This design comes from an exercise in tuning for small area, a short achievable clock period and few clock cycles per item on the open sky130 flow, not from production work.
At most, simulation tests tie the RTL to the original design; equivalence was not proved.
Power is estimated from default activity; no workload was simulated.

==> inputs of build 5 <==
// uri_component_splitter_top
module uri_component_splitter_top #(
  parameter int MAX_LEN = ucs_pkg::MAX_LEN_DEF
) (
  input  logic              clk,
  input  logic              rst,
  input  logic              uri_valid,
  output logic              uri_ready,
  input  logic [ucs_pkg::CH_W-1:0]   uri_ch,
  input  logic              uri_end_of_uri,
  output logic              rec_valid,
  input  logic              rec_ready,
  output logic [2:0]        rec_component,
  output logic [ucs_pkg::OFS_W-1:0]  rec_start_offset,
  output logic [ucs_pkg::OFS_W-1:0]  rec_length,
  output logic [ucs_pkg::PORT_W-1:0] rec_port_value,
  output logic              rec_abs_flag,
  output logic              rec_frag_only_flag,
  output logic              rec_overflow,
  output logic              rec_last
);
  ucs_pkg::ucs_snap_t snap;
  logic [ucs_pkg::OFS_W-1:0]  l_pos, e_pos;
  logic [ucs_pkg::PORT_W-1:0] port_value;
  logic      port_ok;
  logic      in_auth, le_busy;
  logic      free;
  logic      waiting;    
  logic      consume, ended, load;
  ...
==> flow/config.mk <==
export PLATFORM = sky130hd
export DESIGN_NAME = uri_component_splitter_top
export DESIGN_NICKNAME = uri_component_splitter_top
export VERILOG_FILES = /design/flow/design.v
export SDC_FILE = /design/flow/constraint.sdc
export NUM_CORES = 4
export LEC_CHECK = 0
export CAP_MARGIN = 20
export CORE_MARGIN = 2
export CORE_UTILIZATION = 40
export CTS_CLUSTER_DIAMETER = 100
export CTS_CLUSTER_SIZE = 28
export SETUP_SLACK_MARGIN = 2.0
export SLEW_MARGIN = 20
==> flow/constraint.sdc <==
create_clock -name core_clock -period 5.0 [get_ports {clk}]
set_input_delay 1.0000 -clock core_clock [delete_from_list [all_inputs] [get_ports {clk}]]
set_output_delay 1.0000 -clock core_clock [all_outputs]
set_load 0.01 [all_outputs]
run.sh (not shown) runs the stock make flow with config.mk's settings and CLKGATE_MAP_FILE= SYNTH_SCRIPT=/design/flow/synth_recipe.tcl, a recipe that flattens the netlist after the stock synthesis.
==> build 59: changes against build 5 <==
--- a/flow/design.v
+++ b/flow/design.v
@@ -14,11 +14,11 @@
   localparam logic [CH_W-1:0] CH_DOT   = 8'h2E;
   localparam logic [CH_W-1:0] CH_ZERO  = 8'h30;
   localparam logic [CH_W-1:0] CH_NINE  = 8'h39;
   typedef struct packed {
     logic [NUM_COMP-1:0] mask;
-    logic [OFS_W-1:0]    s;
+    logic [OFS_W-1:0]    c;
     logic [OFS_W-1:0]    q;
     logic [OFS_W-1:0]    h;
     logic [OFS_W-1:0]    n;
     logic                has_host;
     logic                abs_flag;
@@ -53,11 +53,11 @@
   typedef enum logic [2:0] {
     M_START, M_SCHEME, M_AT_P, M_SLASH1, M_AUTH, M_PATH, M_QUERY, M_FRAG
   } mode_t;
   mode_t         mode, mode_n;
   logic [W-1:0]  pos;
-  logic [W-1:0]  s_pos, l_pos, e_pos, q_pos, h_pos, p1;
+  logic [W-1:0]  c_pos, l_pos, e_pos, q_pos, h_pos;
   logic          absolute, frag_only, has_host, colon_seen;
   logic          has_path, has_query, has_frag, overflow;
   logic [16:0]   acc;       
   logic [3:0]    dig;       
   logic          fold;
@@ -69,11 +69,10 @@
   assign is_slash = (ch == ucs_pkg::CH_SLASH);
   assign is_colon = (ch == ucs_pkg::CH_COLON);
   assign is_al    = ucs_pkg::is_alpha(ch);
   assign is_dg    = ucs_pkg::is_digit(ch);
   assign is_sc    = ucs_pkg::is_scheme_char(ch);
-  assign p1 = pos + W'(1);
   logic live;   
   assign live = step && !pos[W-1];
   logic set_c, set_l, set_e, set_q, set_h, set_path, set_host, set_fonly;
   logic port_acc, port_bad;
   always_comb begin
@@ -190,11 +189,11 @@
       overflow   <= 1'b0;
     end else if (step) begin
       if (pos[W-1]) begin
         overflow <= 1'b1;
       end else begin
-        pos  <= p1;
+        pos  <= pos + W'(1);
         mode <= mode_n;
         if (set_c)     absolute   <= 1'b1;
         if (set_fonly) frag_only  <= 1'b1;
         if (set_host)  has_host   <= 1'b1;
         if (set_l)     colon_seen <= 1'b1;
@@ -203,15 +202,15 @@
         if (set_h)     has_frag   <= 1'b1;
       end
     end
   end
   always_ff @(posedge clk) begin
-    if (live && (set_c || set_host)) s_pos <= p1;
-    if (live && set_l) l_pos <= p1;
+    if (live && set_c) c_pos <= pos;
+    if (live && set_l) l_pos <= pos;
     if ((live && set_e) || (clear && mode == M_AUTH)) e_pos <= pos;
-    if (live && set_q) q_pos <= p1;
-    if (live && set_h) h_pos <= p1;
+    if (live && set_q) q_pos <= pos;
+    if (live && set_h) h_pos <= pos;
     if (live && set_l) begin
       acc  <= '0;
       cnt  <= '0;
       bad  <= 1'b0;
     end else begin
@@ -230,11 +229,11 @@
   end
   always_comb begin
     snap.mask = {1'b1, has_frag, has_query,
                  has_path || mode == M_SCHEME || mode == M_SLASH1,
                  colon_seen, has_host, absolute};
-    snap.s          = (absolute || has_host) ? s_pos : '0;
+    snap.c          = c_pos;
     snap.q          = q_pos;
     snap.h          = h_pos;
     snap.n          = pos;
     snap.has_host   = has_host;
     snap.abs_flag       = absolute;
@@ -281,11 +280,10 @@
   logic                         advance;
   logic                         port_ok;    
   function automatic logic [ucs_pkg::NUM_COMP-1:0] lowest(input logic [ucs_pkg::NUM_COMP-1:0] m);
     lowest = m & (~m + ucs_pkg::NUM_COMP'(1));
   endfunction
-  assign sel       = lowest(pending);
   assign after_sel = pending & ~sel;
   assign sel_after = lowest(after_sel);
   assign sel_load  = lowest(snap_in.mask);
   always_comb begin
     sel_comp = 3'd6;
@@ -294,67 +292,75 @@
     end
   end
   assign advance = busy && (!out_valid || rec_ready);
   assign free    = !busy || (sel[6] && advance);
   typedef struct packed {
-    logic b_s, b_l, b_e, b_q, b_h;
-    logic s_s, s_l, s_e, s_q, s_h, s_n;
-    logic two, ci;
+    logic b_c, b_l, b_e, b_q, b_h;
+    logic s_c, s_l, s_e, s_q, s_h, s_n;
+    logic k;
   } pick_t;
   function automatic pick_t pick_of(input logic [ucs_pkg::NUM_COMP-1:0] r,
                                     input logic [ucs_pkg::NUM_COMP-1:0] p,
                                     input logic hh);
     pick_t x;
-    x.b_s = r[1] | (r[3] & !hh);
+    x.b_c = r[1] | (r[3] & !hh);
     x.b_l = r[2];
     x.b_e = r[3] & hh;
     x.b_q = r[4];
     x.b_h = r[5];
-    x.s_s = r[0];
+    x.s_c = r[0];
     x.s_l = r[1] & p[2];
     x.s_e = (r[1] & !p[2]) | r[2];
     x.s_q = r[3] & p[4];
     x.s_h = (r[3] & !p[4] & p[5]) | (r[4] & p[5]);
     x.s_n = (r[3] & !p[4] & !p[5]) | (r[4] & !p[5]) | r[5] | r[6];
-    x.two = r[0] & hh;
-    x.ci  = x.s_e | x.s_n;
+    x.k   = r[2] | r[4] | r[5];
     pick_of = x;
   endfunction
   pick_t pick;
-  logic [W-1:0] base, stop, len;
-  assign base = ({W{pick.b_s}} & snap.s) | ({W{pick.b_l}} & l_in) | ({W{pick.b_e}} & e_in) |
+  logic [W-1:0] base, stop, start, len;
+  assign base = ({W{pick.b_c}} & snap.c) | ({W{pick.b_l}} & l_in) | ({W{pick.b_e}} & e_in) |
                 ({W{pick.b_q}} & snap.q) | ({W{pick.b_h}} & snap.h);
-  assign stop = ({W{pick.s_s}} & snap.s) | ({W{pick.s_l}} & l_in) | ({W{pick.s_e}} & e_in) |
+  assign stop = ({W{pick.s_c}} & snap.c) | ({W{pick.s_l}} & l_in) | ({W{pick.s_e}} & e_in) |
                 ({W{pick.s_q}} & snap.q) | ({W{pick.s_h}} & snap.h) | ({W{pick.s_n}} & snap.n);
   logic [W:0] len_x;
-  assign len_x = {stop, 1'b1} + {~(base | {{(W-2){1'b0}}, pick.two, 1'b0}), pick.ci};
+  assign start = base + W'(pick.k);
+  assign len_x = {stop, 1'b1} + {~base, !pick.k};
   assign len   = len_x[W:1];
   always_ff @(posedge clk) begin
     if (rst) begin
       pending   <= '0;
+      sel       <= '0;
       busy      <= 1'b0;
       pick      <= '0;
       out_valid <= 1'b0;
     end else begin
       if (load) begin
         pending <= snap_in.mask;
+        sel     <= sel_load;
         busy    <= 1'b1;
         pick    <= pick_of(sel_load, snap_in.mask, snap_in.has_host);
       end else if (advance) begin
         pending <= after_sel;
+        sel     <= sel_after;
         busy    <= !sel[6];
         pick    <= pick_of(sel_after, after_sel, snap.has_host);
       end
       if (advance)        out_valid <= 1'b1;
       else if (rec_ready) out_valid <= 1'b0;
     end
   end
   always_ff @(posedge clk) begin
-    if (load) snap <= snap_in;
+    if (load) begin
+      snap   <= snap_in;
+      snap.c <= snap_in.abs_flag ? snap_in.c : (snap_in.has_host ? W'(2) : W'(0));
+    end else if (advance && sel[0]) begin
+      snap.c <= snap.c + (snap.has_host ? W'(3) : W'(1));
+    end
     if (advance) begin
       rec_component      <= sel_comp;
-      rec_start_offset   <= base;
+      rec_start_offset   <= start;
       rec_length         <= len;
       rec_abs_flag       <= snap.abs_flag;
       rec_frag_only_flag <= snap.frag_only_flag;
       rec_overflow       <= snap.overflow;
       rec_last           <= sel[6];
--- a/flow/config.mk
+++ b/flow/config.mk
@@ -5,10 +5,8 @@
 export SDC_FILE = /design/flow/constraint.sdc
 export NUM_CORES = 4
 export LEC_CHECK = 0
 export CAP_MARGIN = 20
 export CORE_MARGIN = 2
-export CORE_UTILIZATION = 40
-export CTS_CLUSTER_DIAMETER = 100
-export CTS_CLUSTER_SIZE = 28
+export CORE_UTILIZATION = 65
 export SETUP_SLACK_MARGIN = 2.0
 export SLEW_MARGIN = 20
==> trial 93: changes against build 5 <==
--- a/flow/design.v
+++ b/flow/design.v
@@ -32,10 +32,31 @@
     is_digit = ((c >= CH_ZERO) && (c <= CH_NINE));
   endfunction
   function automatic logic is_scheme_char(input logic [CH_W-1:0] c);
     is_scheme_char = (is_alpha(c) || is_digit(c) || c == CH_PLUS || c == CH_MINUS || c == CH_DOT);
   endfunction
+  function automatic logic [16:0] times10_plus(input logic [13:0] a, input logic [3:0] d);
+    logic [16:0] x, y, z, sv, cv, g, p, gn, pn;
+    x  = {a, 3'b000};
+    y  = {2'b00, a, 1'b0};
+    z  = {13'd0, d};
+    sv = x ^ y ^ z;
+    cv = {((x & y) | (x & z) | (y & z)), 1'b0};
+    g  = sv & cv;
+    p  = sv ^ cv;
+    for (int dd = 1; dd < 17; dd = dd * 2) begin
+      gn = g;
+      pn = p;
+      for (int i = dd; i < 17; i++) begin
+        gn[i] = g[i] | (p[i] & g[i - dd]);
+        pn[i] = p[i] & p[i - dd];
+      end
+      g = gn;
+      p = pn;
+    end
+    times10_plus = (sv ^ cv) ^ {g[15:0], 1'b0};
+  endfunction
 endpackage
 `timescale 1ns / 1ps
 module ucs_parser (
   input  logic                     clk,
   input  logic                     rst,
@@ -45,11 +66,14 @@
   output ucs_pkg::ucs_snap_t       snap,
   output logic [ucs_pkg::OFS_W-1:0]  l_out,
   output logic [ucs_pkg::OFS_W-1:0]  e_out,
   output logic [ucs_pkg::PORT_W-1:0] port_out,
   output logic                     port_ok,
-  output logic                     in_auth
+  output logic                     in_auth,
+  output logic                     in_auth_next,  
+  input  logic [ucs_pkg::CH_W-1:0] ch_next,
+  output logic                     auth_write_next
 );
   localparam int W = ucs_pkg::OFS_W;
   typedef enum logic [2:0] {
     M_START, M_SCHEME, M_AT_P, M_SLASH1, M_AUTH, M_PATH, M_QUERY, M_FRAG
   } mode_t;
@@ -213,11 +237,11 @@
     if (live && set_l) begin
       acc  <= '0;
       cnt  <= '0;
       bad  <= 1'b0;
     end else begin
-      if (fold) acc <= 17'(acc[13:0]) * 17'd10 + 17'(dig);
+      if (fold) acc <= ucs_pkg::times10_plus(acc[13:0], dig);
       if (live && port_bad) begin
         bad <= 1'b1;
       end else if (live && port_acc) begin
         dig <= ch[3:0];
         cnt <= cnt + 3'd1;
@@ -244,10 +268,14 @@
   assign l_out    = l_pos;
   assign e_out    = e_pos;
   assign port_out = acc[15:0];
   assign port_ok  = !bad && cnt != 3'd0 && !acc[16];
   assign in_auth  = (mode == M_AUTH);
+  assign in_auth_next = !(rst || clear) && (live ? (mode_n == M_AUTH) : in_auth);
+  assign auth_write_next = (ch_next == ucs_pkg::CH_SLASH) || (ch_next == ucs_pkg::CH_QUEST) ||
+                           (ch_next == ucs_pkg::CH_HASH)  || (ch_next == ucs_pkg::CH_COLON) ||
+                           (colon_seen || (live && set_l));
 endmodule
 `timescale 1ns / 1ps
 module ucs_emit (
   input  logic                        clk,
   input  logic                        rst,
@@ -257,10 +285,11 @@
   input  logic [ucs_pkg::OFS_W-1:0]   e_in,
   input  logic [ucs_pkg::PORT_W-1:0]  port_in,
   input  logic                        port_valid,
   output logic                        free,
   output logic                        le_busy,
+  output logic                        le_busy_next,   
   output logic                        rec_valid,
   input  logic                        rec_ready,
   output logic [2:0]                  rec_component,
   output logic [ucs_pkg::OFS_W-1:0]   rec_start_offset,
   output logic [ucs_pkg::OFS_W-1:0]   rec_length,
@@ -356,13 +385,21 @@
       rec_length         <= len;
       rec_abs_flag       <= snap.abs_flag;
       rec_frag_only_flag <= snap.frag_only_flag;
       rec_overflow       <= snap.overflow;
       rec_last           <= sel[6];
-      port_ok            <= sel[2] && port_valid;
     end
   end
+  logic port_ok_next, out_valid_next, hh_next;
+  logic [ucs_pkg::NUM_COMP-1:0] pending_next;
+  assign port_ok_next   = (advance & sel[2] & port_valid) | (!advance & port_ok);
+  assign out_valid_next = !rst && (advance || (out_valid && !rec_ready));
+  assign pending_next   = rst ? '0 : load ? snap_in.mask : advance ? after_sel : pending;
+  assign hh_next        = load ? snap_in.has_host : snap.has_host;
+  assign le_busy_next   = pending_next[1] || pending_next[2] || (pending_next[3] && hh_next) ||
+                          (out_valid_next && port_ok_next);
+  always_ff @(posedge clk) port_ok <= port_ok_next;
   assign le_busy = pending[1] || pending[2] || (pending[3] && snap.has_host) ||
                    (out_valid && port_ok);
   assign rec_port_value = port_ok ? port_in : '0;
   assign rec_valid      = out_valid;
 endmodule
@@ -389,34 +426,36 @@
 );
   ucs_pkg::ucs_snap_t snap;
   logic [ucs_pkg::OFS_W-1:0]  l_pos, e_pos;
   logic [ucs_pkg::PORT_W-1:0] port_value;
   logic      port_ok;
-  logic      in_auth, le_busy;
+  logic      in_auth, le_busy, in_auth_next, le_busy_next;
+  logic      ready;      
   logic      free;
   logic      waiting;    
   logic      consume, ended, load;
   logic                      in_v, in_eou;
   logic [ucs_pkg::CH_W-1:0]  in_ch;
-  assign consume   = in_v && !waiting && !(in_auth && le_busy);
-  assign uri_ready = !in_v || consume;
+  logic in_v_next, waiting_next, in_eou_next, auth_write_next;
+  logic [ucs_pkg::CH_W-1:0] in_ch_next;
+  assign consume   = in_v && ready;
+  assign uri_ready = ready;
   assign ended     = consume && in_eou;
   assign load      = free && (ended || waiting);
+  assign in_v_next    = !rst && (ready ? uri_valid : in_v);
+  assign waiting_next = !rst && (ended || waiting) && !free;
   always_ff @(posedge clk) begin
-    if (rst) begin
-      in_v    <= 1'b0;
-      waiting <= 1'b0;
-    end else begin
-      if (uri_ready) in_v <= uri_valid;
-      waiting <= (ended || waiting) && !free;
-    end
+    in_v    <= in_v_next;
+    waiting <= waiting_next;
+    ready   <= !in_v_next ||
+               (!waiting_next && !(in_auth_next && le_busy_next && !in_eou_next && auth_write_next));
   end
+  assign in_ch_next  = ready ? uri_ch : in_ch;
+  assign in_eou_next = ready ? uri_end_of_uri : in_eou;
   always_ff @(posedge clk) begin
-    if (uri_ready) begin
-      in_ch  <= uri_ch;
-      in_eou <= uri_end_of_uri;
-    end
+    in_ch  <= in_ch_next;
+    in_eou <= in_eou_next;
   end
   ucs_parser u_parser (
     .clk      (clk),
     .rst      (rst),
     .step     (consume && !in_eou),
@@ -425,11 +464,14 @@
     .snap     (snap),
     .l_out    (l_pos),
     .e_out    (e_pos),
     .port_out (port_value),
     .port_ok  (port_ok),
-    .in_auth  (in_auth)
+    .in_auth  (in_auth),
+    .in_auth_next (in_auth_next),
+    .ch_next         (in_ch_next),
+    .auth_write_next (auth_write_next)
   );
   ucs_emit u_emit (
     .clk        (clk),
     .rst        (rst),
     .load       (load),
@@ -438,10 +480,11 @@
     .e_in       (e_pos),
     .port_in    (port_value),
     .port_valid (port_ok),
     .free       (free),
     .le_busy    (le_busy),
+    .le_busy_next (le_busy_next),
     .rec_valid          (rec_valid),
     .rec_ready          (rec_ready),
     .rec_component      (rec_component),
     .rec_start_offset   (rec_start_offset),
     .rec_length         (rec_length),
==> flow/flow/run.sh (new file) <==
#!/bin/bash
# The standard layout, with the port buffers made from buf_2 cells instead of
# the delay buffers buffer_ports picks by default.
set -e
export BUFFER_PORTS_ARGS="-buffer_cell sky130_fd_sc_hd__buf_2"
bash standard.sh > standard.log 2>&1
==> flow/standard.sh (new file) <==
#!/bin/bash
# synth_recipe.tcl (not shown) runs the flow's synth.tcl, then flattens the netlist and writes it again
# the make line also repeats each setting of config.mk as NAME=value (left out here)
make -C /OpenROAD-flow-scripts/flow DESIGN_CONFIG=/design/flow/config.mk WORK_HOME=/design/flow/orfs CLKGATE_MAP_FILE= SYNTH_SCRIPT=/design/flow/synth_recipe.tcl "${@:-finish}"
--- a/flow/config.mk
+++ b/flow/config.mk
@@ -8,7 +8,7 @@
 export CAP_MARGIN = 20
 export CORE_MARGIN = 2
 export CORE_UTILIZATION = 40
 export CTS_CLUSTER_DIAMETER = 100
 export CTS_CLUSTER_SIZE = 28
-export SETUP_SLACK_MARGIN = 2.0
+export SETUP_SLACK_MARGIN = 2.3
 export SLEW_MARGIN = 20
removed: flow/run.sh
==> summary of the runs <==
- Of build 5 and build 59, build 59 has the higher clock power (gap about 34%, measured against build 59).
- In build 5 the power is lower than in build 59, by 17%.
- Count of clock-buffer cells in the layout: build 59 > build 5 > trial 93.
- Synthesized area: trial 93 < build 5 < build 59.
- Between trial 93 and build 5, the lower register-to-register slack is in build 5 (gap 0.18 ns).
- Build 5 completed without violations. Build 59 completed with no timing, DRC or antenna violations. Trial 93 finished with timing, DRC and antenna clean.
- The highest routed wire length belongs to build 59, the lowest to trial 93.
==> figures <==
metric	build 59	build 5	trial 93
Rel. slew slack	38.9%	29.5%	29.7%
Number of cells traversed by the worst register-to-register path	11	12	10
Placed Cells incl. Taps	1315	1442	1397
Wire length per cell	18.8 um	16.9 um	17.2 um
First-pass DRT Iterations	6	5	8
Outcome	complete, no violations	complete, no violations	complete, no violations
Final #Nets	1199	1156	1112
Detailed-route vias per instance	6.09	5.34	5.36
Detailed Place HPWL	17400 um	17100 um	16400 um
Pin count of the biggest net entering global routing	52	46	44
Clock share of power	38.0%	30.1%	31.5%
Number of rows in the core area	49	62	61
Tap Cells	229	384	378
Count of distinct cell types in the synthesized netlist	82	81	71
Testbench counts of build 59, summed over its fixed seeds: cycles 95,490, items 94,275.
Testbench counts of trial 93, summed over its fixed seeds: cycles 95,248, items 94,275.
Only the layout flow was run in build 5; the RTL was not checked for function there.

[port drivers added, routing unchanged]
No port has a modelled driver above. Below, the same layouts with a new extraction and two added sets of constraints. Step 1 (the two cells are an assumption about what drives the block):
set clk [get_ports {clk}]
set_driving_cell -lib_cell sky130_fd_sc_hd__clkbuf_16 $clk
set_driving_cell -lib_cell sky130_fd_sc_hd__buf_2 [delete_from_list [all_inputs] $clk]
Step 2 times the ports against the registers' clock, not the clock port: input delays grow and output delays shrink by t, the midpoint of the rising clock arrivals with the driver on. Three values: no drivers, after step 1, after step 2; two values: the first two.
run | t, ns | setup slack, ns | clock arrival spread, ns | worst register clock-pin slew, ns
build 5 | 0.517 | 1.917 / 1.869 / 1.751 | 0.028 / 0.028 | 0.11 / 0.11
build 59 | 0.560 | 1.994 / 1.994 / 1.696 | 0.027 / 0.028 | 0.07 / 0.07
trial 93 | 0.528 | 2.218 / 2.218 / 2.042 | 0.027 / 0.027 | 0.11 / 0.11
After both steps setup and hold are still met in every run listed. For build 59, which loses most, drivers alone change the setup slack by 0.000 ns; drivers and shift together by -0.298 ns.
